This design comes from an exercise in tuning for small area on the open sky130 flow, not from production work.
In this exercise RTL edits were held to simulation tests only and were not proved equivalent to the original.
Power is estimated from default activity; no workload was simulated.

== v26 ==
## branch_predictor
module branch_predictor
#(
  parameter int unsigned CNT_BITS  = 2,
  parameter int unsigned RAS_DEPTH = 4,
  parameter int unsigned PERF_W    = 16
) (
  input  logic              clk_i,
  input  logic              rst_ni,
  input  logic [31:0]       fetch_pc_i,
  output logic              pred_taken_o,
  output logic [31:0]       pred_target_o,
  input  logic              res_valid_i,
  input  logic [31:0]       res_pc_i,
  input  logic [1:0]        res_kind_i,
  input  logic              res_taken_i,
  input  logic [31:0]       res_target_i,
  input  logic              res_pred_taken_i,
  input  logic [31:0]       res_pred_target_i,
  output logic              redirect_o,
  output logic [31:0]       redirect_pc_o,
  output logic [PERF_W-1:0] mispredict_cnt_o
);
clock: 10.0 ns
lec_check: 0
cap_margin: 20
core_margin: 2
core_utilization: 45
slew_margin: 20
standard.sh (not shown) runs the stock make flow with config.mk's settings and CLKGATE_MAP_FILE= SYNTH_SCRIPT=/design/flow/synth_recipe.tcl, a recipe that flattens the netlist after the stock synthesis.
==> flow/flow/run.sh <==
#!/bin/bash
# Layout flow: the standard flow (standard.sh), with
#  - synthesis mapped by ABC with an area-oriented script (flow/synth.tcl),
#  - clock tree synthesis without dummy loads, with large sink clusters,
#  - port buffers of the smallest buffer cell.
set -uo pipefail
HERE=$PWD
export FLOW_ABC_SCRIPT=$HERE/flow/abc_area.script

# 1. synthesis (same steps as standard.sh synth, other ABC script)
make -C "$FLOW_HOME" DESIGN_CONFIG=$HERE/config.mk WORK_HOME=$HERE/orfs CLKGATE_MAP_FILE= \
  SYNTH_SCRIPT=$HERE/flow/synth.tcl synth > $HERE/synth.log 2>&1 || { tail -50 $HERE/synth.log; exit 1; }

# 2. the rest of the standard flow
export CTS_ARGS="-sink_clustering_enable -repair_clock_nets -dont_use_dummy_load -sink_clustering_size 24 -sink_clustering_max_diameter 90 -buf_list sky130_fd_sc_hd__clkbuf_16"
export BUFFER_PORTS_ARGS="-buffer_cell sky130_fd_sc_hd__buf_1"
bash standard.sh finish > $HERE/layout.log 2>&1 || { tail -50 $HERE/layout.log; exit 1; }
==> flow/flow/abc_area.script <==
&get -n
&st
&dch -f
&nf -R 1000
&put
&get -n
&st
&dch -f
&nf -R 1000
&put
&get -n
&st
&dch -f
&nf -R 1000
&put
topo
stime -c
dnsize -c
==> flow/flow/synth.tcl <==
# The standard synthesis (synth_recipe.tcl), with one change: ABC maps the
# logic with the area-oriented script abc_area.script beside this file.
proc synth {args} { yosys synth -nofsm -noshare {*}$args }
proc abc {args} {
  set i [lsearch -exact $args -script]
  if { $i >= 0 } {
    set args [lreplace $args [expr { $i + 1 }] [expr { $i + 1 }] $::env(FLOW_ABC_SCRIPT)]
  }
  yosys abc {*}$args
}
source $::env(SCRIPTS_DIR)/synth.tcl
# left out here: clear keep_hierarchy, flatten, clean up, hide names made inside functions, write 1_2_yosys.v
Modified inputs, v24 compared to v26
-- flow/flow/run.sh --
<<< v26, line 13

# 2. the rest of the standard flow
export CTS_ARGS="-sink_clustering_enable -repair_clock_nets -dont_use_dummy_load -sink_clustering_size 24 -sink_clustering_max_diameter 90 -buf_list sky130_fd_sc_hd__clkbuf_16"
export BUFFER_PORTS_ARGS="-buffer_cell sky130_fd_sc_hd__buf_1"
bash standard.sh finish > $HERE/layout.log 2>&1 || { tail -50 $HERE/layout.log; exit 1; }
>>> v24, line 13

# 2. the rest of the standard flow
export CTS_ARGS="-sink_clustering_enable -repair_clock_nets -dont_use_dummy_load -sink_clustering_size 16 -sink_clustering_max_diameter 70 -buf_list {sky130_fd_sc_hd__clkbuf_8}"
# Every input and output port gets a buffer, of the smallest buffer cell.
export BUFFER_PORTS_ARGS="-buffer_cell sky130_fd_sc_hd__buf_1"
bash standard.sh finish > $HERE/layout.log 2>&1 || { tail -50 $HERE/layout.log; exit 1; }
Summary of v24 over v26: combinational share of power now larger; CTS buffer count went up 32. The highest attainable clock frequency number comes out higher for v26 vs v24. Residual DRC count: v26 vs v24 identical. As far as synthesized area goes, v26 and v24 are indistinguishable; the numbers are identical. As far as combinational power is concerned, v26 and v24 perform about the same. [v24 vs v26] detailed-routing wirelength on met1: higher in v24.

==> afterwards: timing with drivers on the ports <==
The results above use ideal ports. As a check the final layouts listed here were re-extracted and re-timed, cells and wires unchanged. Step 1 assumes that a clkbuf_16 drives the clock port and a buf_2 every other input. Step 2 times the ports against the registers' clock, not the clock port: input delays grow and output delays shrink by t, the midpoint of the rising clock arrivals with the driver on. Slacks: ideal ports / drivers / drivers and shift; pairs: ideal ports / drivers.
| run | t, ns | setup slack, ns | hold WS [ns] | worst register clock-pin slew, ns |
|---|---|---|---|---|
| v26 | 0.740 | 0.900 / 0.876 / 0.876 | 0.505 / 0.505 / 0.505 | 0.10 / 0.10 |
| v24 | 0.803 | 0.865 / 0.841 / 0.841 | 0.506 / 0.506 / 0.506 | 0.11 / 0.11 |
After both steps setup and hold are still met in every run listed.
